Background: an optimization exercise with open tools, aiming at a short achievable clock period and few clock cycles per item. Do not read the settings as production practice. RTL that was checked went through simulation tests only; none was proved equivalent to the original. No functional check of the RTL was part of runs 2 and 3. Power figures rest on the tool's default switching activity, not on a simulated workload.

$ cat flow/design.v
`timescale 1ns/10ps
`default_nettype none
package lc4_pkg;
   typedef logic [15:0] word_t;
   typedef logic [2:0]  reg_idx_t;
   typedef logic [2:0]  nzp_t;
   localparam word_t RESET_PC = 16'h8200;
   typedef enum logic [3:0] {
      OP_NOP     = 4'b0000,    
      OP_ARITH   = 4'b0001,
      OP_LOGIC   = 4'b0101,
      OP_LDR     = 4'b0110,
      OP_STR     = 4'b0111,
      OP_CONST   = 4'b1001,
      OP_HICONST = 4'b1101
   } opcode_e;
   typedef enum logic [3:0] {
      ALU_ADD       = 4'd0,
      ALU_MUL       = 4'd1,
      ALU_SUB       = 4'd2,
      ALU_AND       = 4'd3,
      ALU_NOT       = 4'd4,
      ALU_OR        = 4'd5,
      ALU_XOR       = 4'd6,
      ALU_PASS_IMM9 = 4'd7,
      ALU_HICONST   = 4'd8,
      ALU_ADDR6     = 4'd9    
   } alu_op_e;
   typedef enum logic [1:0] {
      STALL_NONE     = 2'd0,
      STALL_FLUSH    = 2'd2,    
      STALL_LOAD_USE = 2'd3
   } stall_e;
   localparam logic [1:0] BYP_REG = 2'd0;
   localparam logic [1:0] BYP_MX  = 2'd1;
   localparam logic [1:0] BYP_WX  = 2'd2;
   typedef struct packed {
      reg_idx_t r1sel;
      logic     r1re;
      reg_idx_t r2sel;
      logic     r2re;
      reg_idx_t wsel;
      logic     regfile_we;
      logic     nzp_we;
      logic     is_load;
      logic     is_store;
      alu_op_e  alu_op;
   } ctrl_t;
   typedef struct packed {
      word_t  pc;
      word_t  insn;
      stall_e stall;
      ctrl_t  ctrl;
   } stage_t;
   typedef struct packed {
      stall_e   stall;
      word_t    pc;
      word_t    insn;
      logic     regfile_we;
      reg_idx_t wsel;
      word_t    wdata;
      logic     nzp_we;
      nzp_t     nzp_bits;
      logic     dmem_we;
      word_t    dmem_addr;
      word_t    dmem_data;
   } trace_t;
endpackage
`default_nettype wire
`timescale 1ns/10ps
`default_nettype none
module lc4_decoder (
   input  wire  lc4_pkg::word_t i_insn,
   output lc4_pkg::ctrl_t       o_ctrl
);
   lc4_pkg::opcode_e op;
   lc4_pkg::ctrl_t   c;
   always_comb begin
      op = lc4_pkg::opcode_e'(i_insn[15:12]);
      c       = '0;
      c.r1sel = i_insn[8:6];
      c.r2sel = i_insn[2:0];
      c.wsel  = i_insn[11:9];
      case (op)
         lc4_pkg::OP_ARITH: begin
            if (i_insn[5:3] != 3'b011) begin
               c.r1re       = 1'b1;
               c.r2re       = !i_insn[5];
               c.regfile_we = 1'b1;
               c.nzp_we     = 1'b1;
               case (i_insn[5:3])
                  3'b001:  c.alu_op = lc4_pkg::ALU_MUL;
                  3'b010:  c.alu_op = lc4_pkg::ALU_SUB;
                  default: c.alu_op = lc4_pkg::ALU_ADD;    
               endcase
            end
         end
         lc4_pkg::OP_LOGIC: begin
            c.r1re       = 1'b1;
            c.r2re       = !i_insn[5] && (i_insn[4:3] != 2'b01);
            c.regfile_we = 1'b1;
            c.nzp_we     = 1'b1;
            case (i_insn[5:3])
               3'b001:  c.alu_op = lc4_pkg::ALU_NOT;
               3'b010:  c.alu_op = lc4_pkg::ALU_OR;
               3'b011:  c.alu_op = lc4_pkg::ALU_XOR;
               default: c.alu_op = lc4_pkg::ALU_AND;
            endcase
         end
         lc4_pkg::OP_LDR: begin
            c.r1re       = 1'b1;
            c.regfile_we = 1'b1;
            c.nzp_we     = 1'b1;
            c.is_load    = 1'b1;
            c.alu_op     = lc4_pkg::ALU_ADDR6;
         end
         lc4_pkg::OP_STR: begin
            c.r1re     = 1'b1;
            c.r2sel    = i_insn[11:9];
            c.r2re     = 1'b1;
            c.is_store = 1'b1;
            c.alu_op   = lc4_pkg::ALU_ADDR6;
         end
         lc4_pkg::OP_CONST: begin
            c.regfile_we = 1'b1;
            c.nzp_we     = 1'b1;
            c.alu_op     = lc4_pkg::ALU_PASS_IMM9;
         end
         lc4_pkg::OP_HICONST: begin
            if (i_insn[8]) begin
               c.r1sel      = i_insn[11:9];
               c.r1re       = 1'b1;
               c.regfile_we = 1'b1;
               c.nzp_we     = 1'b1;
               c.alu_op     = lc4_pkg::ALU_HICONST;
            end
         end
         default: c = c;
      endcase
      o_ctrl = c;
   end
endmodule
`default_nettype wire
`timescale 1ns/10ps
`default_nettype none
module lc4_regfile (
   input  wire                    gwe,
   input  wire                    i_rst_n,
   input  wire  lc4_pkg::reg_idx_t i_rs,
   input  wire  lc4_pkg::reg_idx_t i_rt,
   input  wire  lc4_pkg::reg_idx_t i_rd,
   input  wire  lc4_pkg::word_t   i_wdata,
   input  wire                    i_rd_we,
   output lc4_pkg::word_t         o_rs_data,
   output lc4_pkg::word_t         o_rt_data
);
   lc4_pkg::word_t regs [8];
   always_ff @(posedge gwe or negedge i_rst_n) begin
      if (!i_rst_n) begin
         for (int i = 0; i < 8; i++) begin
            regs[i] <= '0;
         end
      end else if (i_rd_we) begin
         regs[i_rd] <= i_wdata;
      end
   end
   always_comb begin
      o_rs_data = regs[i_rs];
      o_rt_data = regs[i_rt];
      if (i_rd_we && i_rd == i_rs) begin
         o_rs_data = i_wdata;
      end
      if (i_rd_we && i_rd == i_rt) begin
         o_rt_data = i_wdata;
      end
   end
endmodule
`default_nettype wire
`timescale 1ns/10ps
`default_nettype none
module lc4_alu (
   input  wire  lc4_pkg::alu_op_e i_op,
   input  wire  lc4_pkg::word_t   i_insn,
   input  wire  lc4_pkg::word_t   i_rs_data,
   input  wire  lc4_pkg::word_t   i_rt_data,
   output lc4_pkg::word_t         o_result
);
   lc4_pkg::word_t imm5;
   lc4_pkg::word_t imm6;
   lc4_pkg::word_t imm9;
   lc4_pkg::word_t opnd_b;
   lc4_pkg::word_t prod;
   assign imm5 = {{11{i_insn[4]}}, i_insn[4:0]};
   assign imm6 = {{10{i_insn[5]}}, i_insn[5:0]};
   assign imm9 = {{7{i_insn[8]}}, i_insn[8:0]};
   assign opnd_b = i_insn[5] ? imm5 : i_rt_data;
   assign prod = i_rs_data * i_rt_data;
   always_comb begin
      case (i_op)
         lc4_pkg::ALU_ADD:       o_result = i_rs_data + opnd_b;
         lc4_pkg::ALU_MUL:       o_result = prod;
         lc4_pkg::ALU_SUB:       o_result = i_rs_data - i_rt_data;
         lc4_pkg::ALU_AND:       o_result = i_rs_data & opnd_b;
         lc4_pkg::ALU_NOT:       o_result = ~i_rs_data;
         lc4_pkg::ALU_OR:        o_result = i_rs_data | i_rt_data;
         lc4_pkg::ALU_XOR:       o_result = i_rs_data ^ i_rt_data;
         lc4_pkg::ALU_PASS_IMM9: o_result = imm9;
         lc4_pkg::ALU_HICONST:   o_result = {i_insn[7:0], i_rs_data[7:0]};
         lc4_pkg::ALU_ADDR6:     o_result = i_rs_data + imm6;
         default:                o_result = '0;
      endcase
   end
endmodule
`default_nettype wire
`timescale 1ns/10ps
`default_nettype none
module lc4_hazard (
   input  wire  lc4_pkg::ctrl_t i_ctrl_d,
   input  wire  lc4_pkg::ctrl_t i_ctrl_x,
   input  wire  lc4_pkg::ctrl_t i_ctrl_m,
   input  wire  lc4_pkg::ctrl_t i_ctrl_w,
   output logic [1:0]           o_rs_sel,
   output logic [1:0]           o_rt_sel,
   output logic                 o_stall
);
   logic rs_hit;
   logic rt_hit;
   assign o_rs_sel =
      (i_ctrl_x.r1re && i_ctrl_m.regfile_we && !i_ctrl_m.is_load &&
       i_ctrl_m.wsel == i_ctrl_x.r1sel) ? lc4_pkg::BYP_MX :
      (i_ctrl_x.r1re && i_ctrl_w.regfile_we &&
       i_ctrl_w.wsel == i_ctrl_x.r1sel) ? lc4_pkg::BYP_WX : lc4_pkg::BYP_REG;
   assign o_rt_sel =
      (i_ctrl_x.r2re && i_ctrl_m.regfile_we && !i_ctrl_m.is_load &&
       i_ctrl_m.wsel == i_ctrl_x.r2sel) ? lc4_pkg::BYP_MX :
      (i_ctrl_x.r2re && i_ctrl_w.regfile_we &&
       i_ctrl_w.wsel == i_ctrl_x.r2sel) ? lc4_pkg::BYP_WX : lc4_pkg::BYP_REG;
   assign rs_hit = i_ctrl_d.r1re && i_ctrl_d.r1sel == i_ctrl_x.wsel;
   assign rt_hit = i_ctrl_d.r2re && !i_ctrl_d.is_store && i_ctrl_d.r2sel == i_ctrl_x.wsel;
   assign o_stall = i_ctrl_x.is_load && i_ctrl_x.regfile_we && (rs_hit || rt_hit);
endmodule
`default_nettype wire
`timescale 1ns/10ps
`default_nettype none
module lc4_pipeline #(
   parameter logic [15:0] RESET_PC = 16'h8200
) (
   input  wire         gwe,
   input  wire         i_rst_n,
   output logic [15:0] o_cur_pc,
   input  wire  [15:0] i_cur_insn,
   output logic [15:0] o_dmem_addr,
   output logic        o_dmem_we,
   output logic [15:0] o_dmem_towrite,
   input  wire  [15:0] i_cur_dmem_data,
   output logic [1:0]  o_trace_stall,
   output logic [15:0] o_trace_pc,
   output logic [15:0] o_trace_insn,
   output logic        o_trace_regfile_we,
   output logic [2:0]  o_trace_wsel,
   output logic [15:0] o_trace_wdata,
   output logic        o_trace_nzp_we,
   output logic [2:0]  o_trace_nzp_bits,
   output logic        o_trace_dmem_we,
   output logic [15:0] o_trace_dmem_addr,
   output logic [15:0] o_trace_dmem_data
);
   localparam int R_ADD = 0, R_SUB = 1, R_AND = 2, R_OR = 3, R_XOR = 4, R_NOT = 5,
                  R_PASSB = 6, R_HI = 7;
   logic [15:0] f_insn;
   logic [3:0]  f_op;
   logic [2:0]  f_sub;
   logic        f_arith, f_logic, f_ld, f_st, f_const, f_hic;
   logic        f_we, f_mul, f_rare, f_rbre, f_bimm;
   logic [2:0]  f_ra, f_rb, f_rd;
   logic [15:0] f_bval;
   logic [7:0]  f_rsel;
   assign f_insn = i_cur_insn;
   always_comb begin
      f_op    = f_insn[15:12];
      f_sub   = f_insn[5:3];
      f_arith = (f_op == 4'b0001);
      f_logic = (f_op == 4'b0101);
      f_ld    = (f_op == 4'b0110);
      f_st    = (f_op == 4'b0111);
      f_const = (f_op == 4'b1001);
      f_hic   = (f_op == 4'b1101) && f_insn[8];
      f_we    = (f_arith && f_sub != 3'b011) || f_logic || f_ld || f_const || f_hic;
      f_mul   = f_arith && f_sub == 3'b001;
      f_rare  = (f_arith && f_sub != 3'b011) || f_logic || f_ld || f_st || f_hic;
      f_rbre  = (f_arith && !f_sub[2] && f_sub != 3'b011) ||
                (f_logic && !f_sub[2] && f_sub != 3'b001);
      f_bimm  = !f_rbre;
      f_ra    = f_hic ? f_insn[11:9] : f_insn[8:6];
      f_rb    = f_insn[2:0];
      f_rd    = f_insn[11:9];
      if (f_ld || f_st)  f_bval = {{10{f_insn[5]}}, f_insn[5:0]};
      else if (f_const)  f_bval = {{7{f_insn[8]}}, f_insn[8:0]};
      else if (f_hic)    f_bval = {f_insn[7:0], 8'h00};
      else               f_bval = {{11{f_insn[4]}}, f_insn[4:0]};
      f_rsel = '0;
      f_rsel[R_ADD]   = (f_arith && (f_sub == 3'b000 || f_sub[2])) || f_ld || f_st;
      f_rsel[R_SUB]   = f_arith && f_sub == 3'b010;
      f_rsel[R_AND]   = f_logic && (f_sub == 3'b000 || f_sub[2]);
      f_rsel[R_OR]    = f_logic && f_sub == 3'b010;
      f_rsel[R_XOR]   = f_logic && f_sub == 3'b011;
      f_rsel[R_NOT]   = f_logic && f_sub == 3'b001;
      f_rsel[R_PASSB] = f_const;
      f_rsel[R_HI]    = f_hic;
   end
   logic [15:0] pc_q;
   logic        stall;           
   logic [1:0]  d_code;
   logic        d_we, d_mul, d_ld, d_st, d_hic, d_bimm, d_rare, d_rbre;
   logic [2:0]  d_ra, d_rd;
   logic [15:0] d_bval, d_pc, d_insn;
   logic [7:0]  d_rsel;
   logic [15:0] d_rfs, d_rft, d_rfd;
   logic [9:0]  d_sa, d_sb, d_sd;
   logic        d_sd_late;              
   logic        d_sd_mul;               
   logic [1:0]  x_code;
   logic        x_we, x_mul, x_ld, x_st, x_early, x_sd_late, x_sd_mul;
   logic [2:0]  x_rd;
   logic [15:0] x_pc, x_insn, x_a, x_b, x_ma, x_mb, x_sd;
   logic [7:0]  x_rsel;
   logic [1:0]  m_code;
   logic        m_we, m_mul, m_ld, m_st, m_early;
   logic [2:0]  m_rd;
   logic [15:0] m_pc, m_insn, m_res, m_addr, m_taddr, m_sd;
   logic [15:0] m_pp [3];
   logic [1:0]  w_code;
   logic        w_we, w_dwe;
   logic [2:0]  w_rd;
   logic [15:0] w_pc, w_insn, w_wdata, w_daddr, w_ddata;
   logic [1:0]  t_code;
   logic        t_we, t_dwe;
   logic [2:0]  t_rd, t_nzp;
   logic [15:0] t_pc, t_insn, t_wdata, t_daddr, t_ddata;
   logic [15:0] rf [8];
   logic [15:0] x_sum, x_diff, x_oth, x_res;
   always_comb begin
      x_sum  = x_a + x_b;
      x_diff = x_a - x_b;
      x_oth  = ({16{x_rsel[R_AND]}}   & (x_a & x_b)) |
               ({16{x_rsel[R_OR]}}    & (x_a | x_b)) |
               ({16{x_rsel[R_XOR]}}   & (x_a ^ x_b)) |
               ({16{x_rsel[R_NOT]}}   & ~x_a) |
               ({16{x_rsel[R_PASSB]}} & x_b) |
               ({16{x_rsel[R_HI]}}    & {x_b[15:8], x_a[7:0]});
      x_res  = ({16{x_rsel[R_ADD]}} & x_sum) | ({16{x_rsel[R_SUB]}} & x_diff) | x_oth;
   end
   function automatic logic [15:0] csa_s(input logic [15:0] p, input logic [15:0] q,
                                         input logic [15:0] r);
      csa_s = p ^ q ^ r;
   endfunction
   function automatic logic [15:0] csa_c(input logic [15:0] p, input logic [15:0] q,
                                         input logic [15:0] r);
      logic [15:0] c;
      c = (p & q) | (p & r) | (q & r);
      csa_c = {c[14:0], 1'b0};
   endfunction
   function automatic logic [15:0] booth_row(input logic [2:0] dig, input logic [15:0] a);
      case (dig)
         3'b001, 3'b010: booth_row = a;
         3'b101, 3'b110: booth_row = ~a;
         3'b011:         booth_row = {a[14:0], 1'b0};
         3'b100:         booth_row = ~{a[14:0], 1'b0};
         default:        booth_row = 16'h0000;    
      endcase
   endfunction
   logic [15:0] pp [9];
   logic [15:0] l1 [6];
   logic [15:0] l2 [4];
   logic [15:0] l3 [3];
   always_comb begin
      pp[0] = booth_row({x_mb[1:0], 1'b0}, x_ma);
      for (int j = 1; j < 8; j++) pp[j] = booth_row(x_mb[2*j+1 -: 3], x_ma) << (2 * j);
      pp[8] = '0;
      pp[8][0] = x_mb[1];
      for (int j = 1; j < 8; j++)
         pp[8][2*j] = x_mb[2*j+1] && (x_mb[2*j+1 -: 3] != 3'b111);
      for (int g = 0; g < 3; g++) begin
         l1[2*g]   = csa_s(pp[3*g], pp[3*g+1], pp[3*g+2]);
         l1[2*g+1] = csa_c(pp[3*g], pp[3*g+1], pp[3*g+2]);
      end
      for (int g = 0; g < 2; g++) begin
         l2[2*g]   = csa_s(l1[3*g], l1[3*g+1], l1[3*g+2]);
         l2[2*g+1] = csa_c(l1[3*g], l1[3*g+1], l1[3*g+2]);
      end
      l3[0] = csa_s(l2[0], l2[1], l2[2]);
      l3[1] = csa_c(l2[0], l2[1], l2[2]);
      l3[2] = l2[3];
   end
   logic [15:0] m_prod, k0, k1;
   always_comb begin
      k0     = csa_s(m_pp[0], m_pp[1], m_pp[2]);
      k1     = csa_c(m_pp[0], m_pp[1], m_pp[2]);
      m_prod = k0 + k1;
   end
   localparam int S_XADD = 0, S_XSUB = 1, S_XOTH = 2, S_IN = 3, S_M = 4, S_MP = 5,
                  S_W = 6, S_RF = 7, S_IMM = 8, S_LATE = 9;
   logic        n_rare, n_rbre, n_bimm;
   logic [2:0]  n_ra, n_rb, n_rd, n_fs, n_ft, n_fd;
   logic        early_go, x_late;
   logic        nx_we, nx_add, nx_sub, nx_oth, nx_early, nx_late, nx_mul;
   function automatic logic [10:0] sources(input logic [2:0] r, input logic imm,
         input logic nx_we_i, input logic [2:0] nx_rd_i, input logic nx_add_i,
         input logic nx_sub_i, input logic nx_oth_i,
         input logic nx_early_i, input logic nx_late_i, input logic nx_mul_i,
         input logic x_we_i, input logic [2:0] x_rd_i, input logic x_late_i, input logic x_mul_i,
         input logic m_we_i, input logic [2:0] m_rd_i);
      logic hx, hm, hw;
      logic [10:0] s;
      hx = !imm && nx_we_i && nx_rd_i == r;
      hm = !imm && x_we_i && x_rd_i == r;
      hw = !imm && m_we_i && m_rd_i == r;
      s = '0;
      s[S_XADD] = hx && nx_add_i;
      s[S_XSUB] = hx && nx_sub_i;
      s[S_XOTH] = hx && nx_oth_i;
      s[S_IN]   = (hx && nx_early_i) || (!hx && hm && x_late_i);
      s[S_M]    = !hx && hm && !x_late_i && !x_mul_i;
      s[S_MP]   = !hx && hm && x_mul_i;
      s[S_W]    = !hx && !hm && hw;
      s[S_RF]   = !imm && !hx && !hm && !hw;
      s[S_IMM]  = imm;
      s[S_LATE] = hx && nx_late_i;
      s[10]     = hx && nx_mul_i;
      sources = s;
   endfunction
   logic [10:0] na, nb, nd;
   logic        stall_n;
   logic [15:0] rfw [8];
   logic [15:0] rfs_n, rft_n, rfd_n;
   logic [15:0] addr_m, addr_w, addr_rf, m_addr_n;
   always_comb begin
      n_rare = stall ? d_rare : f_rare;
      n_rbre = stall ? d_rbre : f_rbre;
      n_bimm = stall ? d_bimm : f_bimm;
      n_ra   = stall ? d_ra : f_ra;
      n_rb   = stall ? d_insn[2:0] : f_rb;
      n_rd   = stall ? d_rd : f_rd;
      n_fs   = stall ? d_insn[8:6] : f_insn[8:6];
      n_ft   = stall ? d_insn[2:0] : f_insn[2:0];
      n_fd   = stall ? d_insn[11:9] : f_insn[11:9];
      x_late   = x_ld && !x_early;
      early_go = d_ld && !stall && !x_late && !x_st &&
                 (d_sa[S_M] || d_sa[S_W] || d_sa[S_RF]);
      nx_we    = !stall && d_we;
      nx_add   = !d_ld && !d_mul && d_rsel[R_ADD];
      nx_sub   = d_rsel[R_SUB];
      nx_oth   = !d_ld && !d_mul && !d_rsel[R_ADD] && !d_rsel[R_SUB];
      nx_early = d_ld && early_go;
      nx_late  = d_ld && !early_go;
      nx_mul   = d_mul;
      na = sources(n_ra, 1'b0, nx_we, d_rd, nx_add, nx_sub, nx_oth, nx_early, nx_late,
                   nx_mul, x_we, x_rd, x_late, x_mul, m_we, m_rd);
      nb = sources(n_rb, n_bimm, nx_we, d_rd, nx_add, nx_sub, nx_oth, nx_early, nx_late,
                   nx_mul, x_we, x_rd, x_late, x_mul, m_we, m_rd);
      nd = sources(n_rd, 1'b0, nx_we, d_rd, nx_add, nx_sub, nx_oth, nx_early, nx_late,
                   nx_mul, x_we, x_rd, x_late, x_mul, m_we, m_rd);
      stall_n = (n_rare && (na[10] || na[S_LATE])) || (n_rbre && (nb[10] || nb[S_LATE]));
      for (int i = 0; i < 8; i++) rfw[i] = (w_we && w_rd == 3'(i)) ? w_wdata : rf[i];
      rfs_n = rfw[n_fs];
      rft_n = rfw[n_ft];
      rfd_n = rfw[n_fd];
      addr_m  = m_res + d_bval;
      addr_w  = w_wdata + d_bval;
      addr_rf = d_rfs + d_bval;
      m_addr_n = ({16{early_go && d_sa[S_M]}} & addr_m) | ({16{early_go && d_sa[S_W]}} & addr_w) |
                 ({16{early_go && d_sa[S_RF]}} & addr_rf) | ({16{!early_go}} & x_sum);
   end
   function automatic logic [15:0] pick(input logic [9:0] s,
         input logic [15:0] xsum, input logic [15:0] xdiff, input logic [15:0] mprod,
         input logic [15:0] xoth, input logic [15:0] inv, input logic [15:0] mres,
         input logic [15:0] wv, input logic [15:0] rv, input logic [15:0] iv);
      logic [15:0] early;
      early = ({16{s[S_XOTH]}} & xoth) | ({16{s[S_IN]}} & inv) | ({16{s[S_M]}} & mres) |
              ({16{s[S_W]}} & wv) | ({16{s[S_RF]}} & rv) | ({16{s[S_IMM]}} & iv);
      pick = ({16{s[S_XADD]}} & xsum) | ({16{s[S_XSUB]}} & xdiff) |
             ({16{s[S_MP]}} & mprod) | early;
   endfunction
   logic [15:0] op_a, op_b, op_d;
   always_comb begin
      op_a = pick(d_sa, x_sum, x_diff, m_prod, x_oth, i_cur_dmem_data, m_res, w_wdata,
                  d_hic ? d_rfd : d_rfs, d_bval);
      op_b = pick(d_sb, x_sum, x_diff, m_prod, x_oth, i_cur_dmem_data, m_res, w_wdata,
                  d_rft, d_bval);
      op_d = pick(d_sd, x_sum, x_diff, m_prod, x_oth, i_cur_dmem_data, m_res, w_wdata,
                  d_rfd, d_bval);
   end
   always_ff @(posedge gwe or negedge i_rst_n) begin
      if (!i_rst_n) begin
         pc_q    <= RESET_PC;
         stall   <= 1'b0;
         d_code  <= 2'd2;
         d_we    <= 1'b0;
         d_mul   <= 1'b0;
         d_ld    <= 1'b0;
         d_st    <= 1'b0;
         d_rare  <= 1'b0;
         d_rbre  <= 1'b0;
         x_code  <= 2'd2;
         x_we    <= 1'b0;
         x_mul   <= 1'b0;
         x_ld    <= 1'b0;
         x_st    <= 1'b0;
         x_early <= 1'b0;
         m_code  <= 2'd2;
         m_we    <= 1'b0;
         m_mul   <= 1'b0;
         m_ld    <= 1'b0;
         m_st    <= 1'b0;
         m_early <= 1'b0;
         w_code  <= 2'd2;
         w_we    <= 1'b0;
         w_dwe   <= 1'b0;
         t_code  <= 2'd2;
         t_we    <= 1'b0;
         t_dwe   <= 1'b0;
         for (int i = 0; i < 8; i++) rf[i] <= '0;
      end else begin
         stall <= stall_n;
         if (!stall) begin
            pc_q   <= pc_q + 16'd1;
            d_code <= 2'd0;
            d_we   <= f_we;
            d_mul  <= f_mul;
            d_ld   <= f_ld;
            d_st   <= f_st;
            d_rare <= f_rare;
            d_rbre <= f_rbre;
         end
         if (stall) begin
            x_code  <= 2'd3;
            x_we    <= 1'b0;
            x_mul   <= 1'b0;
            x_ld    <= 1'b0;
            x_st    <= 1'b0;
            x_early <= 1'b0;
         end else begin
            x_code  <= d_code;
            x_we    <= d_we;
            x_mul   <= d_mul;
            x_ld    <= d_ld;
            x_st    <= d_st;
            x_early <= early_go;
         end
         m_code  <= x_code;
         m_we    <= x_we;
         m_mul   <= x_mul;
         m_ld    <= x_ld;
         m_st    <= x_st;
         m_early <= x_early;
         w_code  <= m_code;
         w_we    <= m_we;
         w_dwe   <= m_st;
         t_code  <= w_code;
         t_we    <= w_we;
         t_dwe   <= w_dwe;
         if (w_we) rf[w_rd] <= w_wdata;
      end
   end
   always_ff @(posedge gwe) begin
      if (!stall) begin
         d_ra   <= f_ra;
         d_rd   <= f_rd;
         d_hic  <= f_hic;
         d_bimm <= f_bimm;
         d_bval <= f_bval;
         d_rsel <= f_rsel;
         d_pc   <= pc_q;
         d_insn <= f_insn;
      end
      d_rfs     <= rfs_n;
      d_rft     <= rft_n;
      d_rfd     <= rfd_n;
      d_sa      <= na[9:0];
      d_sb      <= nb[9:0];
      d_sd      <= nd[9:0];
      d_sd_late <= nd[S_LATE];
      d_sd_mul  <= nd[10];
      x_rd      <= d_rd;
      x_pc      <= d_pc;
      x_insn    <= d_insn;
      x_rsel    <= d_rsel;
      x_a       <= op_a;
      x_b       <= op_b;
      x_ma      <= op_a & {16{d_mul}};
      x_mb      <= op_b & {16{d_mul}};
      x_sd      <= op_d;
      x_sd_late <= d_sd_late;
      x_sd_mul  <= d_sd_mul;
      m_rd    <= x_rd;
      m_pc    <= x_pc;
      m_insn  <= x_insn;
      m_res   <= x_early ? i_cur_dmem_data : x_res;
      m_addr  <= m_addr_n;
      m_taddr <= x_sum;
      m_sd    <= ({16{x_sd_late}} & i_cur_dmem_data) | ({16{x_sd_mul}} & m_prod) |
                 ({16{!x_sd_late && !x_sd_mul}} & x_sd);
      for (int i = 0; i < 3; i++) m_pp[i] <= l3[i];
      w_rd    <= m_rd;
      w_pc    <= m_pc;
      w_insn  <= m_insn;
      w_wdata <= ({16{m_mul}} & m_prod) | ({16{m_ld && !m_early}} & i_cur_dmem_data) |
                 ({16{!m_mul && !(m_ld && !m_early)}} & m_res);
      w_daddr <= (m_ld || m_st) ? m_taddr : 16'h0000;
      w_ddata <= m_ld ? ((m_early ? m_res : i_cur_dmem_data)) : m_st ? m_sd : 16'h0000;
      t_rd    <= w_rd;
      t_pc    <= w_pc;
      t_insn  <= w_insn;
      t_wdata <= w_wdata;
      t_nzp   <= w_wdata[15] ? 3'b100 : (w_wdata == 16'h0000) ? 3'b010 : 3'b001;
      t_daddr <= w_daddr;
      t_ddata <= w_ddata;
   end
   assign o_cur_pc       = pc_q;
   assign o_dmem_addr    = m_addr;
   assign o_dmem_we      = m_st;
   assign o_dmem_towrite = m_sd;
   assign o_trace_stall      = t_code;
   assign o_trace_pc         = t_pc;
   assign o_trace_insn       = t_insn;
   assign o_trace_regfile_we = t_we;
   assign o_trace_wsel       = t_rd;
   assign o_trace_wdata      = t_wdata;
   assign o_trace_nzp_we     = t_we;
   assign o_trace_nzp_bits   = t_nzp;
   assign o_trace_dmem_we    = t_dwe;
   assign o_trace_dmem_addr  = t_daddr;
   assign o_trace_dmem_data  = t_ddata;
endmodule
`default_nettype wire
$ cat flow/config.mk
export PLATFORM = sky130hd
export DESIGN_NAME = lc4_pipeline
export DESIGN_NICKNAME = lc4_pipeline
export VERILOG_FILES = /design/flow/design.v
export SDC_FILE = /design/flow/constraint.sdc
export NUM_CORES = 4
export LEC_CHECK = 0
export ABC_CLOCK_PERIOD_IN_PS = 2000
export CAP_MARGIN = 20
export CORE_MARGIN = 2
export CORE_UTILIZATION = 40
export SETUP_SLACK_MARGIN = 4.6
export SLEW_MARGIN = 20
$ cat flow/run.sh
#!/bin/bash
# synth_recipe.tcl (not shown) runs the flow's synth.tcl, then flattens the netlist and writes it again
# the make line also repeats each setting of config.mk as NAME=value (left out here)
make -C /OpenROAD-flow-scripts/flow DESIGN_CONFIG=/design/flow/config.mk WORK_HOME=/design/flow/orfs CLKGATE_MAP_FILE= SYNTH_SCRIPT=/design/flow/synth_recipe.tcl finish
$ cat flow/constraint.sdc
create_clock -name core_clock -period 7.0 [get_ports {gwe}]
set_input_delay 1.4000 -clock core_clock [delete_from_list [all_inputs] [get_ports {gwe}]]
set_output_delay 1.4000 -clock core_clock [all_outputs]
set_load 0.01 [all_outputs]
==> results of run 1 <==
==> power by group <==
| part | internal [mW] | switching [mW] |
|---|---|---|
| clock | 2.82 | 1.84 |
| combinational | 1.97 | 2.66 |
| sequential | 4.97 | 0.475 |
==> cell type report <==
| cell class | instances | area [µm²] |
|---|---|---|
| clock inverter | 27 | 510.5 |
| sequential | 736 | 16360 |
| fill | 7461 | 38970 |
| antenna | 3 | 7.507 |
| clock buffer | 124 | 2494 |
| tap | 1144 | 1431 |
| timing repair buffer | 508 | 4648 |
| multi-input combinational | 2311 | 20110 |
| inverter | 227 | 874.6 |
==> timing repair <==
action,CTS,global route
setup endpoints to repair,382,327
cloned,5,2
pin swaps,160,163
endpoints found under the hold margin,0,0
gates resized for setup,1145,355
setup buffers,155,121
hold buffers,0,0
==> cell families after synthesis <==
group | count (synthesis) | share of synthesized area (%)
adder cells (fa/ha/maj) | 173 | 7.221
XOR/XNOR | 200 | 5.070
AO/OA/AOI/OAI | 911 | 19.05
multiplexers | 182 | 5.447
buffers and inverters | 455 | 5.078
AND/OR/NAND/NOR | 841 | 11.33
flip-flops | 736 | 46.80
==> metrics by stage <==
step / hold WS [ps] / worst slack, ps / util [%] / power (mW) / instances
after CTS: 309.0 / 4032 / 51.50 / 14.11 / 4954
after global placement: 309.7 / 2899 / 44.60 / 8.761 / 4643
final: 319.4 / 3946 / 54.37 / 14.73 / 5080
after detailed placement: 312.1 / 2852 / 44.61 / 8.780 / 4643
after global routing: 308.9 / 3817 / 54.36 / 15.26 / 5077
after floorplan: 309.6 / 3899 / - / 7.283 / 3498
==> routing by layer <==
metal  part of all wire, %  global-route usage, %  routed length, µm  vias up
li1                      -                      -                  -    13303
met1                    40                  37.10              52910    14496
met2                    45                  43.70              59420     1616
met3                   8.6                  5.929              11320      387
met4                   5.6                  15.46               7395        8
met5                 0.069                      0                 90        -
==> synthesized netlist by cell type (28+ instances only) <==
master and instances:
o22ai_1 106, edfxtp_1 56, a211oi_1 28, mux2_2 45
clkbuf_1 190, nor3_1 28, mux2i_1 136, xor2_1 88
a221o_1 54, o211ai_1 30, inv_1 225, dfxtp_1 507
o21ai_0 116, a221oi_1 65, a22oi_1 122, nor2_1 253
xnor2_1 112, a21oi_1 115, a31oi_1 65, fa_1 44
nand2_1 298, dfrtp_1 166, a222oi_1 30, nor2b_1 37
ha_1 129, nand3_1 48, and2_1 41
==> layout by cell type, fill, tap and decap left out, types with 59 or more instances in the layout <==
master	netlist	final
o22ai_1	106	90
a21oi_1	115	86
o21ai_0	116	65
a31oi_1	65	61
mux2i_1	136	116
buf_6	0	166
dfxtp_2	0	109
buf_4	5	233
a22oi_1	122	113
clkbuf_16	0	86
nor2_1	253	215
dfrtp_1	166	160
inv_1	225	202
buf_2	22	59
ha_1	129	73
dfxtp_1	507	385
nand2_1	298	252
xor2_1	88	81
xnor2_1	112	85
==> how the worst max path moves through the flow <==
stage	startpoint	depth (start not counted)	to	slack, ps
2_1_floorplan	i_cur_insn[8]	8	d_sa[6]	3900
3_3_place_gp	i_cur_insn[8]	8	d_sa[6]	2900
3_5_place_dp	i_cur_insn[8]	8	d_sa[6]	2850
4_1_cts	x_mb[3]	12	m_pp[0][15]	4030
5_1_grt	x_mb[3]	13	m_pp[0][15]	3820
6_report	x_mb[3]	12	m_pp[0][8]	3950
==> critical path, stage by stage (launching register included) <==
cell and delay [ps]:
dfxtp_4 360, buf_12 120, or3b_4 450, buf_6 150
buf_6 110, nor2_4 70, a221oi_2 50, fa_1 510
inv_1 50, fa_1 490, inv_2 40, fa_2 510
inv_1 30
==> summary.txt, run 1 <==
* Outcome: complete, no violations
* Synth Warn # at 8
* Layout Nets at 4,072
* Io pins at 174
* Die H at 297.9 µm
* Die W at 297.9 µm
* Maximum clock path buffer count at 3
* Crit path time final at 3054 ps
* Worst R2R End: m_pp[0][8]
* HPWL after DPL at 88,450 µm
* Cell taking the most area after synthesis: dfxtp_1
* Synth area leaders: dfxtp_1 29%, dfrtp_1 12%, edfxtp_1 4.9%, ha_1 4.7%, mux2i_1 3.9%
* Setup CP Type: reg2reg
* Num rows at 107
* Htree depth at 3
* CP arrival at 3600 ps
* Worst hold endpoint: m_pc[9]
* Synth Instances at 3,498
* Wire per inst at 25.81 µm
* Slew Viols, Final at 0
* R2R setup slack at 3950 ps
* Top flop regs: rf x128, m_pp x33
* Routability cong. at 1.013
* Post-synthesis async set-or-reset flop share at 23.51%
* Pwr Density at 317.2 nW/µm²
* Gr ovfl total at 0
* PortBufs at 173
* Post-synth top area share at 29.38%
* Startpoint Class: flip-flop
* Worst-Skew Late Latency at 660 ps
* Area delta synth->final at 34.42%
* Number of global-route vias before repair at 28,268
* Antenna viol nets, final at 0
* Drt drc at 0
* Slew at the pin with the worst max-slew slack at 1187 ps
* Core area at 85,410 µm²
* Final setup fails at 0
* Initial DRT Pass Iterations at 7
* Initial core utilization at 40.45%
* GRT Util Overall at 28.30%
* Netlist cell types at 94
* Slew headroom at 20.77%
* Worst-path clk slew at 60 ps
* Final worst-path cycle share at 43.62%
* First-pass GRT wire length at 189,900 µm
* Synth Flop Type: dfxtp_1
* Clk_skew at 31.54 ps
* Final hold viol count at 0
* Largest Register: rf
* Max-cap violations at 0
* # clock sinks at 736
* DR vias at 29,810
* Synthesized Nets at 3,705
* Clock tree from TritonCTS: done
* Seq/Total Area, Yosys at 46.80%
* Highest clock rate at 327.5 MHz
* CTS root buf: clkbuf_16
* Post-synth EDFFs at 56
* Num CTS Buffers at 81
* Die Area at 88,740 µm²
* Largest net degree at the start of global routing at 64
* Initial drt markers at 3,262
* Pleak at 20.47 nW
* RSZ-0062 raised after global routing: yes
* Worst min path class: reg2reg
* CP required at 7550 ps
* RR Startpoint: x_mb[3]
* Critical path capture point type: flip-flop
* Antenna violations before repair at 7
* Layout cell share with drive strength beyond 1 at 33.69%
* Setup TNS at 0 ps
* R2R depth at 12
* Post-Route WL at 131,100 µm
* CP Max Fanout at 7
* Vias per cell at 5.868
* Avg Inst Size Synth at 9.877 µm²
* Hold Path Cell Cnt at 0
* Max reg flops at 128
* Post-DP Area at 38,110 µm²
* VDD IR max at 0.0002048 V
* Final instance area at 46,440 µm²
* Mapped cell area at 34,550 µm²
* Post-synthesis sequential element count at 736
* Min-delay src: x_pc[9]
Testbench counts, summed over its fixed seeds: cycles 16,389, items 16,000.
==> inputs of run 2 (changes only) <==
--- a/flow/design.v
+++ b/flow/design.v
@@ -339,8 +339,31 @@
    logic [15:0] t_pc, t_insn, t_wdata, t_daddr, t_ddata;
    logic [15:0] rf [8];
+   function automatic logic [15:0] ks_add(input logic [15:0] a, input logic [15:0] b,
+                                          input logic cin);
+      logic [15:0] g0, p0, g1, p1, g2, p2, g3, p3, g4;
+      g0 = a & b;
+      p0 = a ^ b;
+      g0[0] = g0[0] | (p0[0] & cin);
+      for (int i = 0; i < 16; i++) begin
+         g1[i] = (i >= 1) ? g0[i] | (p0[i] & g0[i-1]) : g0[i];
+         p1[i] = (i >= 1) ? p0[i] & p0[i-1] : p0[i];
+      end
+      for (int i = 0; i < 16; i++) begin
+         g2[i] = (i >= 2) ? g1[i] | (p1[i] & g1[i-2]) : g1[i];
+         p2[i] = (i >= 2) ? p1[i] & p1[i-2] : p1[i];
+      end
+      for (int i = 0; i < 16; i++) begin
+         g3[i] = (i >= 4) ? g2[i] | (p2[i] & g2[i-4]) : g2[i];
+         p3[i] = (i >= 4) ? p2[i] & p2[i-4] : p2[i];
+      end
+      for (int i = 0; i < 16; i++) begin
+         g4[i] = (i >= 8) ? g3[i] | (p3[i] & g3[i-8]) : g3[i];
+      end
+      ks_add = p0 ^ {g4[14:0], cin};
+   endfunction
    logic [15:0] x_sum, x_diff, x_oth, x_res;
    always_comb begin
-      x_sum  = x_a + x_b;
-      x_diff = x_a - x_b;
+      x_sum  = ks_add(x_a, x_b, 1'b0);
+      x_diff = ks_add(x_a, ~x_b, 1'b1);
       x_oth  = ({16{x_rsel[R_AND]}}   & (x_a & x_b)) |
                ({16{x_rsel[R_OR]}}    & (x_a | x_b)) |
@@ -397,5 +420,5 @@
       k0     = csa_s(m_pp[0], m_pp[1], m_pp[2]);
       k1     = csa_c(m_pp[0], m_pp[1], m_pp[2]);
-      m_prod = k0 + k1;
+      m_prod = ks_add(k0, k1, 1'b0);
    end
    localparam int S_XADD = 0, S_XSUB = 1, S_XOTH = 2, S_IN = 3, S_M = 4, S_MP = 5,
@@ -434,5 +457,5 @@
    logic [15:0] rfw [8];
    logic [15:0] rfs_n, rft_n, rfd_n;
-   logic [15:0] addr_m, addr_w, addr_rf, m_addr_n;
+   logic [15:0] base_early, d_addr;
    always_comb begin
       n_rare = stall ? d_rare : f_rare;
@@ -466,9 +489,7 @@
       rft_n = rfw[n_ft];
       rfd_n = rfw[n_fd];
-      addr_m  = m_res + d_bval;
-      addr_w  = w_wdata + d_bval;
-      addr_rf = d_rfs + d_bval;
-      m_addr_n = ({16{early_go && d_sa[S_M]}} & addr_m) | ({16{early_go && d_sa[S_W]}} & addr_w) |
-                 ({16{early_go && d_sa[S_RF]}} & addr_rf) | ({16{!early_go}} & x_sum);
+      base_early = ({16{d_sa[S_M]}} & m_res) | ({16{d_sa[S_W]}} & w_wdata) |
+                   ({16{d_sa[S_RF]}} & d_rfs);
+      d_addr = ks_add(base_early, d_bval, 1'b0);
    end
    function automatic logic [15:0] pick(input logic [9:0] s,
@@ -597,5 +618,5 @@
       m_insn  <= x_insn;
       m_res   <= x_early ? i_cur_dmem_data : x_res;
-      m_addr  <= m_addr_n;
+      m_addr  <= early_go ? d_addr : x_sum;
       m_taddr <= x_sum;
       m_sd    <= ({16{x_sd_late}} & i_cur_dmem_data) | ({16{x_sd_mul}} & m_prod) |
==> run 2 against run 1 <==
Largest cell class unchanged. Synthesized area decreased by 2.1%. Die area decreased by 2.1%. Register-to-register slack lost 380 ps. Core utilization grew 0.059 points.
==> summary.txt, run 2 <==
* Outcome: complete, no violations
* Final hold slack at 321.1 ps
* Number of global-route vias before repair at 28,734
* Initial core utilization at 40.41%
* Layout fillers at 7,272
* Highest clock rate at 291.6 MHz
* Avg Inst Size Synth at 9.831 µm²
* Slowest-stage cell, CP: a222oi_1
* Antenna viol nets, final at 0
* Most frequent cell after synthesis: dfxtp_1
* CP required at 7530 ps
* Compound-Gate Fraction of Synth Area at 18.68%
* Num CTS Buffers at 80
* Synth Warn # at 8
* Post-Route WL at 137,600 µm
* Top flop regs: rf x128, m_pp x33
* RSZ-0062 raised after global routing: yes
* Drt drc at 0
* Routability cong. at 1.010
* Worst-Skew Late Latency at 670 ps
* Mux contribution to synthesized area at 5.583%
* Die H at 294.8 µm
* Post-synthesis sequential element count at 736
* Initial DRT Pass Iterations at 11
* Worst min path class: reg2reg
* Pleak at 19.97 nW
* Die Area at 86,890 µm²
* Num rows at 106
* Main combinational cell family by area after synthesis: compound AO/OA/AOI/OAI gates
* # clock sinks at 736
* Worst path top cell family by delay: compound AO/OA/AOI/OAI gates
* Vias per cell at 5.961
* Slew at the pin with the worst max-slew slack at 1281 ps
* Die W at 294.8 µm
* Clock tree from TritonCTS: done
* Cells after DPL at 4,564
* Netlist cell types at 89
* Critical path capture point type: flip-flop
* Pwr Density at 300.3 nW/µm²
* Wire per inst at 27.50 µm
* Crit-path cells: buf_12, a222oi_1, inv_1, ha_4, a21oi_4, nand3_1, o211ai_1, nand3_1, a31oi_1, xnor2_1, o21ai_2
* Synthesized Nets at 3,615
* Post-synth top area share at 30.01%
* Crit path time final at 3429 ps
* Crit-path max cell delay at 1010 ps
* Commonest cells in the netlist: 507 x dfxtp_1, 295 x nand2_1, 252 x inv_1, 218 x nor2_1, 192 x clkbuf_1
* CP Max Fanout at 8
* Synth Instances at 3,440
* HPWL after DPL at 90,240 µm
* Most frequent cells in the layout: 388 x dfxtp_1, 261 x nand2_1, 231 x buf_4
* Setup CP Type: reg2reg
* Clk_skew at 46.92 ps
* Io pins at 174
* Max-cap violations at 0
* Largest Register: rf
* Startpoint Class: flip-flop
* Area delta synth->final at 34.69%
* CP arrival at 3960 ps
* Final hold viol count at 0
* Cell taking the most area after synthesis: dfxtp_1
* VDD IR max at 0.0002142 V
* Core area at 83,690 µm²
* Final setup fails at 0
* Max reg flops at 128
* Mapped cell area at 33,820 µm²
* RR Startpoint: d_sa[4]
* Synth area leaders: dfxtp_1 30%, dfrtp_1 12%, edfxtp_1 5.0%, mux2i_1 4.1%, ha_1 3.7%
* Layout Nets at 3,972
* Synth Flop Type: dfxtp_1
* Layout cell share with drive strength beyond 1 at 33.68%
* Initial drt markers at 3,657
* Gr ovfl total at 0
* First-pass GRT wire length at 197,100 µm
* Antenna violations before repair at 15
* Post-synth EDFFs at 56
* Setup TNS at 0 ps
* CP Buf/Inv Count at 2
* Slew Viols, Final at 0
* Post-synthesis async set-or-reset flop share at 23.51%
* Storage cell area at 16,380 µm²
* Most common cell after layout, fill and taps aside: dfxtp_1
* Maximum clock path buffer count at 3
* Layout Cells excl Fill at 5,002
* Footprint of the multi-input gates at 19,350 µm²
* Htree depth at 3
* Slew headroom at 14.47%
* CP dominant cell by count: nand3_1
* Worst-path clk slew at 60 ps
* DR vias at 29,819
* Final worst-path cycle share at 48.98%
* Hold Buf Count CTS at 0
* Largest net degree at the start of global routing at 68
* Post-synthesis simple-gate area fraction at 11.47%
* GRT Util Overall at 30.76%
* Seq/Total Area, Yosys at 47.81%
* Min-delay src: w_insn[11]
* Total chip power at 13.68 mW
* CTS root buf: clkbuf_16
* CP Launch Point: d_sa[4]
* PortBufs at 173
* Adder-Cell Fraction of Synth Area at 6.149%
* XOR/XNOR share of the synthesized area at 4.736%
run 2: what timing repair did:
| item | 4_1_cts | 5_1_grt |
|---|---|---|
| gates cloned | 8 | 5 |
| resized for setup | 1221 | 297 |
| endpoints found under the setup margin | 432 | 331 |
| buffers inserted | 190 | 82 |
| pin swaps | 140 | 116 |
run 2: worst paths after layout:
check / slack [ps] / to / depth (start not counted)
setup / recovery: 3570 / m_addr[15] / 11
hold / removal: 320 / t_insn[11] / 0
setup reg to reg: 3570 / m_addr[15] / 11
hold reg to reg: 320 / t_insn[11] / 0
max in group asynchronous: 4960 / pc_q[10] / 2
min in group asynchronous: 750 / rf[3][11] / 1
run 2: cell families after synthesis:
family                   after synthesis
AND/OR/NAND/NOR                      822
flip-flops                           736
adder cells (fa/ha/maj)              141
AO/OA/AOI/OAI                        887
multiplexers                         183
buffers and inverters                489
XOR/XNOR                             182
run 2: layout make-up:
class / instances / area share [%]
flip-flops and latches: 736 / 35.95
clock buffers: 107 / 4.999
repair buffers: 499 / 10.19
inverters: 255 / 2.170
diodes: 5 / 0.02747
multi-input cells: 2225 / 42.48
clock inverters: 41 / 1.063
well taps: 1134 / 3.115
run 2: layer usage:
layer  up-vias  part of all wire [%]  GRT usage [%]
met5         -                 0.088              0
met4        20                   7.3          17.63
met3       525                   8.7          6.998
met2      1651                    45          48.24
met1     14593                    39          38.95
li1      13030                     -              -
run 2: metrics by stage:
stage | utilization, % | area (µm²) | setup slack, ps
2_1_floorplan | - | 35310 | 3969
3_3_place_gp | 44.66 | 37370 | 3040
3_5_place_dp | 44.66 | 37370 | 2974
4_1_cts | 52.15 | 43640 | 3839
5_1_grt | 54.42 | 45540 | 3547
6_report | 54.43 | 45550 | 3571
run 2: power by group:
group	switching, mW	internal [mW]
Combinational	2.27	1.64
Sequential	0.445	4.92
Clock	1.88	2.52
Total	4.60	9.08
==> inputs of run 3 (changes only) <==
--- a/flow/design.v
+++ b/flow/design.v
@@ -269,4 +269,6 @@
                   R_PASSB = 6, R_HI = 7;
    logic [15:0] f_insn;
+   logic        stall;           
+   logic [15:0] d_insn;
    logic [3:0]  f_op;
    logic [2:0]  f_sub;
@@ -276,5 +278,5 @@
    logic [15:0] f_bval;
    logic [7:0]  f_rsel;
-   assign f_insn = i_cur_insn;
+   assign f_insn = stall ? d_insn : i_cur_insn;
    always_comb begin
       f_op    = f_insn[15:12];
@@ -310,12 +312,11 @@
    end
    logic [15:0] pc_q;
-   logic        stall;           
    logic [1:0]  d_code;
    logic        d_we, d_mul, d_ld, d_st, d_hic, d_bimm, d_rare, d_rbre;
    logic [2:0]  d_ra, d_rd;
-   logic [15:0] d_bval, d_pc, d_insn;
+   logic [15:0] d_bval, d_pc;
    logic [7:0]  d_rsel;
    logic [15:0] d_rfs, d_rft, d_rfd;
-   logic [9:0]  d_sa, d_sb, d_sd;
+   logic [9:0]  d_sa, d_sb, d_sd, d_sam, d_sbm;
    logic        d_sd_late;              
    logic        d_sd_mul;               
@@ -339,31 +340,8 @@
    logic [15:0] t_pc, t_insn, t_wdata, t_daddr, t_ddata;
    logic [15:0] rf [8];
-   function automatic logic [15:0] ks_add(input logic [15:0] a, input logic [15:0] b,
-                                          input logic cin);
-      logic [15:0] g0, p0, g1, p1, g2, p2, g3, p3, g4;
-      g0 = a & b;
-      p0 = a ^ b;
-      g0[0] = g0[0] | (p0[0] & cin);
-      for (int i = 0; i < 16; i++) begin
-         g1[i] = (i >= 1) ? g0[i] | (p0[i] & g0[i-1]) : g0[i];
-         p1[i] = (i >= 1) ? p0[i] & p0[i-1] : p0[i];
-      end
-      for (int i = 0; i < 16; i++) begin
-         g2[i] = (i >= 2) ? g1[i] | (p1[i] & g1[i-2]) : g1[i];
-         p2[i] = (i >= 2) ? p1[i] & p1[i-2] : p1[i];
-      end
-      for (int i = 0; i < 16; i++) begin
-         g3[i] = (i >= 4) ? g2[i] | (p2[i] & g2[i-4]) : g2[i];
-         p3[i] = (i >= 4) ? p2[i] & p2[i-4] : p2[i];
-      end
-      for (int i = 0; i < 16; i++) begin
-         g4[i] = (i >= 8) ? g3[i] | (p3[i] & g3[i-8]) : g3[i];
-      end
-      ks_add = p0 ^ {g4[14:0], cin};
-   endfunction
    logic [15:0] x_sum, x_diff, x_oth, x_res;
    always_comb begin
-      x_sum  = ks_add(x_a, x_b, 1'b0);
-      x_diff = ks_add(x_a, ~x_b, 1'b1);
+      x_sum  = x_a + x_b;
+      x_diff = x_a - x_b;
       x_oth  = ({16{x_rsel[R_AND]}}   & (x_a & x_b)) |
                ({16{x_rsel[R_OR]}}    & (x_a | x_b)) |
@@ -420,5 +398,5 @@
       k0     = csa_s(m_pp[0], m_pp[1], m_pp[2]);
       k1     = csa_c(m_pp[0], m_pp[1], m_pp[2]);
-      m_prod = ks_add(k0, k1, 1'b0);
+      m_prod = k0 + k1;
    end
    localparam int S_XADD = 0, S_XSUB = 1, S_XOTH = 2, S_IN = 3, S_M = 4, S_MP = 5,
@@ -457,15 +435,15 @@
    logic [15:0] rfw [8];
    logic [15:0] rfs_n, rft_n, rfd_n;
-   logic [15:0] base_early, d_addr;
+   logic [15:0] addr_m, addr_w, addr_rf, m_addr_n;
    always_comb begin
-      n_rare = stall ? d_rare : f_rare;
-      n_rbre = stall ? d_rbre : f_rbre;
-      n_bimm = stall ? d_bimm : f_bimm;
-      n_ra   = stall ? d_ra : f_ra;
-      n_rb   = stall ? d_insn[2:0] : f_rb;
-      n_rd   = stall ? d_rd : f_rd;
-      n_fs   = stall ? d_insn[8:6] : f_insn[8:6];
-      n_ft   = stall ? d_insn[2:0] : f_insn[2:0];
-      n_fd   = stall ? d_insn[11:9] : f_insn[11:9];
+      n_rare = f_rare;
+      n_rbre = f_rbre;
+      n_bimm = f_bimm;
+      n_ra   = f_ra;
+      n_rb   = f_rb;
+      n_rd   = f_rd;
+      n_fs   = f_insn[8:6];
+      n_ft   = f_insn[2:0];
+      n_fd   = f_insn[11:9];
       x_late   = x_ld && !x_early;
       early_go = d_ld && !stall && !x_late && !x_st &&
@@ -489,7 +467,9 @@
       rft_n = rfw[n_ft];
       rfd_n = rfw[n_fd];
-      base_early = ({16{d_sa[S_M]}} & m_res) | ({16{d_sa[S_W]}} & w_wdata) |
-                   ({16{d_sa[S_RF]}} & d_rfs);
-      d_addr = ks_add(base_early, d_bval, 1'b0);
+      addr_m  = m_res + d_bval;
+      addr_w  = w_wdata + d_bval;
+      addr_rf = d_rfs + d_bval;
+      m_addr_n = ({16{early_go && d_sa[S_M]}} & addr_m) | ({16{early_go && d_sa[S_W]}} & addr_w) |
+                 ({16{early_go && d_sa[S_RF]}} & addr_rf) | ({16{!early_go}} & x_sum);
    end
    function automatic logic [15:0] pick(input logic [9:0] s,
@@ -503,5 +483,5 @@
              ({16{s[S_MP]}} & mprod) | early;
    endfunction
-   logic [15:0] op_a, op_b, op_d;
+   logic [15:0] op_a, op_b, op_d, op_ma, op_mb;
    always_comb begin
       op_a = pick(d_sa, x_sum, x_diff, m_prod, x_oth, i_cur_dmem_data, m_res, w_wdata,
@@ -511,4 +491,8 @@
       op_d = pick(d_sd, x_sum, x_diff, m_prod, x_oth, i_cur_dmem_data, m_res, w_wdata,
                   d_rfd, d_bval);
+      op_ma = pick(d_sam, x_sum, x_diff, m_prod, x_oth, i_cur_dmem_data, m_res, w_wdata,
+                   d_rfs, d_bval);
+      op_mb = pick(d_sbm, x_sum, x_diff, m_prod, x_oth, i_cur_dmem_data, m_res, w_wdata,
+                   d_rft, d_bval);
    end
    always_ff @(posedge gwe or negedge i_rst_n) begin
@@ -547,11 +531,11 @@
             pc_q   <= pc_q + 16'd1;
             d_code <= 2'd0;
-            d_we   <= f_we;
-            d_mul  <= f_mul;
-            d_ld   <= f_ld;
-            d_st   <= f_st;
-            d_rare <= f_rare;
-            d_rbre <= f_rbre;
          end
+         d_we   <= f_we;
+         d_mul  <= f_mul;
+         d_ld   <= f_ld;
+         d_st   <= f_st;
+         d_rare <= f_rare;
+         d_rbre <= f_rbre;
          if (stall) begin
             x_code  <= 2'd3;
@@ -586,17 +570,19 @@
    always_ff @(posedge gwe) begin
       if (!stall) begin
-         d_ra   <= f_ra;
-         d_rd   <= f_rd;
-         d_hic  <= f_hic;
-         d_bimm <= f_bimm;
-         d_bval <= f_bval;
-         d_rsel <= f_rsel;
          d_pc   <= pc_q;
-         d_insn <= f_insn;
       end
+      d_insn <= f_insn;
+      d_ra   <= f_ra;
+      d_rd   <= f_rd;
+      d_hic  <= f_hic;
+      d_bimm <= f_bimm;
+      d_bval <= f_bval;
+      d_rsel <= f_rsel;
       d_rfs     <= rfs_n;
       d_rft     <= rft_n;
       d_rfd     <= rfd_n;
       d_sa      <= na[9:0];
+      d_sam     <= na[9:0] & {10{f_mul}};
+      d_sbm     <= nb[9:0] & {10{f_mul}};
       d_sb      <= nb[9:0];
       d_sd      <= nd[9:0];
@@ -609,6 +595,6 @@
       x_a       <= op_a;
       x_b       <= op_b;
-      x_ma      <= op_a & {16{d_mul}};
-      x_mb      <= op_b & {16{d_mul}};
+      x_ma      <= op_ma;
+      x_mb      <= op_mb;
       x_sd      <= op_d;
       x_sd_late <= d_sd_late;
@@ -618,5 +604,5 @@
       m_insn  <= x_insn;
       m_res   <= x_early ? i_cur_dmem_data : x_res;
-      m_addr  <= early_go ? d_addr : x_sum;
+      m_addr  <= m_addr_n;
       m_taddr <= x_sum;
       m_sd    <= ({16{x_sd_late}} & i_cur_dmem_data) | ({16{x_sd_mul}} & m_prod) |
==> run 3 against run 2 <==
Via count increased by 10%. Critical path depth decreased by 2. Clock skew decreased by 15 ps. Non-clock buffer count grew 88. Die area grew 4.1%. Sequential share of layout area is 2.8 points lower. First-iteration DRC count increased by 12%. Cell count up 6.7%. Synthesized area up 4.1%. Sequential cell count down 2. Global-route usage up 2.0 points. Critical endpoint is now m_pp[0][6].
==> summary.txt, run 3 <==
* Outcome: complete, no violations
* Post-synthesis async set-or-reset flop share at 23.43%
* CP Max Fanout at 6
* Num rows at 108
* Cell taking the most area after synthesis: dfxtp_1
* Final hold viol count at 0
* Routability cong. at 1.013
* Clock tree from TritonCTS: done
* Met3 Usage GRT at 8.629%
* Commonest cells in the netlist: 546 x dfxtp_1, 340 x nand2_1, 254 x nor2_1, 230 x inv_1, 221 x clkbuf_1
* Pleak at 20.69 nW
* First-pass GRT wire length at 218,600 µm
* Startpoint Class: flip-flop
* PortBufs at 173
* Mapped cell area at 35,210 µm²
* DP Worst Slack at 2619 ps
* Synth Warn # at 8
* Highest clock rate at 336.9 MHz
* Final instance area at 48,250 µm²
* Slew Viols, Final at 0
* Die Area at 90,410 µm²
* Initial DRT Pass Iterations at 8
* Initial drt markers at 4,078
* Post-Route WL at 154,100 µm
* Most common cell after layout, fill and taps aside: dfxtp_1
* Setup CP Type: reg2reg
* Io pins at 174
* Gr ovfl total at 0
* Layout Cells excl Fill at 5,335
* Most frequent cell after synthesis: dfxtp_1
* Final worst-path cycle share at 42.40%
* Drt drc at 0
* Post-synthesis sequential element count at 734
* Avg Inst Size Synth at 9.520 µm²
* GRT Util Overall at 32.72%
* Synth Instances at 3,698
* Final core area utilization at 55.44%
* Most frequent cells in the layout: 409 x dfxtp_1, 292 x nand2_1, 273 x buf_4
* Critical path capture point type: flip-flop
* Slew at the pin with the worst max-slew slack at 1408 ps
* Layout fillers at 7,487
* Vias per cell at 6.176
* Die H at 300.7 µm
* Num CTS Buffers at 81
* Hold Buf Count CTS at 0
* CP arrival at 3540 ps
* Setup TNS at 0 ps
* DR vias at 32,948
* M2 GR Usage at 49.36%
* Largest net degree at the start of global routing at 85
* Slew headroom at 5.985%
* Wire per inst at 28.88 µm
* Layout Nets at 4,318
* RSZ-0062 raised after global routing: yes
* Top flop regs: rf x128, m_pp x33
* Post-synth top area share at 31.05%
* Layout cell share with drive strength beyond 1 at 35.45%
* Netlist cell types at 88
* Antenna viol nets, final at 0
* Final setup fails at 0
* Post-DP Area at 38,730 µm²
* Clk_skew at 31.70 ps
* Synthesized Nets at 3,905
* Synth Flop Type: dfxtp_1
* Setup ws final at 4032 ps
* VDD IR max at 0.0003189 V
* Worst min path class: reg2reg
* CP required at 7580 ps
* HPWL after DPL at 98,090 µm
* Max reg flops at 128
* Max-cap violations at 0
* Met1 usage at 39.76%
* Htree depth at 3
* Largest Register: rf
* # clock sinks at 734
* Die W at 300.7 µm
* Synth area leaders: dfxtp_1 31%, dfrtp_1 12%, ha_1 4.6%, mux2i_1 4.0%, a22oi_1 3.8%
* Seq/Total Area, Yosys at 44.66%
* Maximum clock path buffer count at 3
* Antenna violations before repair at 6
* Cells after DPL at 4,832
* Crit path time final at 2968 ps
* GR peak layer: met2
* Worst-Skew Late Latency at 660 ps
* Number of global-route vias before repair at 31,871
* Worst-path clk slew at 60 ps
* Core area at 87,020 µm²
* Post-synth EDFFs at 16
* CTS root buf: clkbuf_16
* Pwr Density at 333.9 nW/µm²
* Area delta synth->final at 37.05%
* Initial core utilization at 40.46%
## run 3: cell count changes in the layout (fill, tap and decap cells not counted), moves of 16 or more
cell,delta
a221o_1,+24
a22oi_1,+42
and2_1,-25
buf_4,+42
dfxtp_1,+21
edfxtp_1,-40
ha_1,+17
inv_1,-32
nand2_1,+31
nand2b_1,-16
nor2_1,+32
o21ai_1,+24
xnor2_1,+30
## run 3: layout make-up
type / count / area (µm²) / area share (%)
diodes: 2 / 5.005 / 0.01037
repair buffers: 587 / 5588 / 11.58
well taps: 1155 / 1445 / 2.995
flip-flops and latches: 734 / 15990 / 33.13
clock inverters: 34 / 409.1 / 0.8480
clock buffers: 116 / 2385 / 4.943
repair inverters: 2 / 12.51 / 0.02593
inverters: 241 / 1020 / 2.113
multi-input cells: 2464 / 21400 / 44.35
## run 3: stage by stage
step	total power, mW	hold slack [ps]
4_1_cts	15.33	320.2
3_5_place_dp	9.766	312.1
6_report	16.11	317.5
2_1_floorplan	7.829	309.6
3_3_place_gp	9.738	309.7
5_1_grt	16.66	326.1
## run 3: layer usage
metal	up-vias	wire, µm
li1	14220	-
met1	15912	57020
met2	2076	66980
met3	730	15320
met4	10	14600
met5	-	143
## run 3: path summary, 6_finish.rpt
kind	start	to	slack, ps	cells after the start
max in group asynchronous	i_rst_n	pc_q[5]	4900	2
worst min register to register	w_pc[7]	t_pc[7]	320	0
worst max-delay path	x_mb[3]	m_pp[0][6]	4030	9
worst max register to register	x_mb[3]	m_pp[0][6]	4030	9
min in group asynchronous	i_rst_n	rf[7][7]	820	1
worst min-delay path	w_pc[7]	t_pc[7]	320	0
## run 3: cell families (layout without fill, tap and decap cells)
logic type | count (synthesis) | after routing | share of synthesized area (%)
AO/OA/AOI/OAI | 1031 | 1031 | 21.03
XOR/XNOR | 204 | 204 | 5.075
adder cells (fa/ha/maj) | 173 | 173 | 7.086
buffers and inverters | 506 | 980 | 5.565
flip-flops | 734 | 734 | 44.66
multiplexers | 187 | 187 | 5.562
other | 1 | 3 | 0.01065
AND/OR/NAND/NOR | 862 | 868 | 11.01
## run 3: worst max-delay path, cell delays in order, from the launching register on
cell and delay [ps]:
dfxtp_4 410, or3b_4 450, buf_6 160, buf_6 120, nor2_4 70, a211oi_2 40
fa_1 510, fa_1 530, inv_2 50, fa_2 550
## run 3: report_power, final
group	internal, mW	total [mW]	switching (mW)
Combinational	2.58	6.10	3.52
Clock	2.68	4.50	1.82
Sequential	4.95	5.51	0.559
## run 3: repair_timing
action / in CTS / in global routing
cloned: 12 / 3
resized for setup: 1264 / 378
setup endpoints to repair: 387 / 347
setup buffers: 224 / 112
pin swaps: 231 / 202

==> static timing again, ports no longer ideal <==
The flow's constraints put no driver on any port. The routed layouts listed below were extracted and timed again, unchanged, in two steps. Step 1 (the two cells are an assumption about what drives the block):
set clk [get_ports {gwe}]
set_driving_cell -lib_cell sky130_fd_sc_hd__clkbuf_16 $clk
set_driving_cell -lib_cell sky130_fd_sc_hd__buf_2 [delete_from_list [all_inputs] $clk]
Step 2 adds t to the input delays and takes it off the output delays; t is the mean of the earliest and latest rising clock arrival at the registers after step 1. Input paths then give back, and output paths get back, about the clock's delay inside the block. a / b / c = ideal ports / drivers / drivers and shift; a / b = the first two.
run | shift t [ns] | setup slack, ns | worst data-port slew with drivers (ns)
run 1 | 0.720 | 3.946 / 3.946 / 3.497 | 0.11
run 2 | 0.716 | 3.571 / 3.571 / 3.376 | 0.12
run 3 | 0.713 | 4.032 / 4.032 / 3.475 | 0.05
After both steps every run listed still meets setup and hold. For run 3, which loses most, drivers alone change the setup slack by 0.000 ns; drivers and shift together by -0.557 ns.
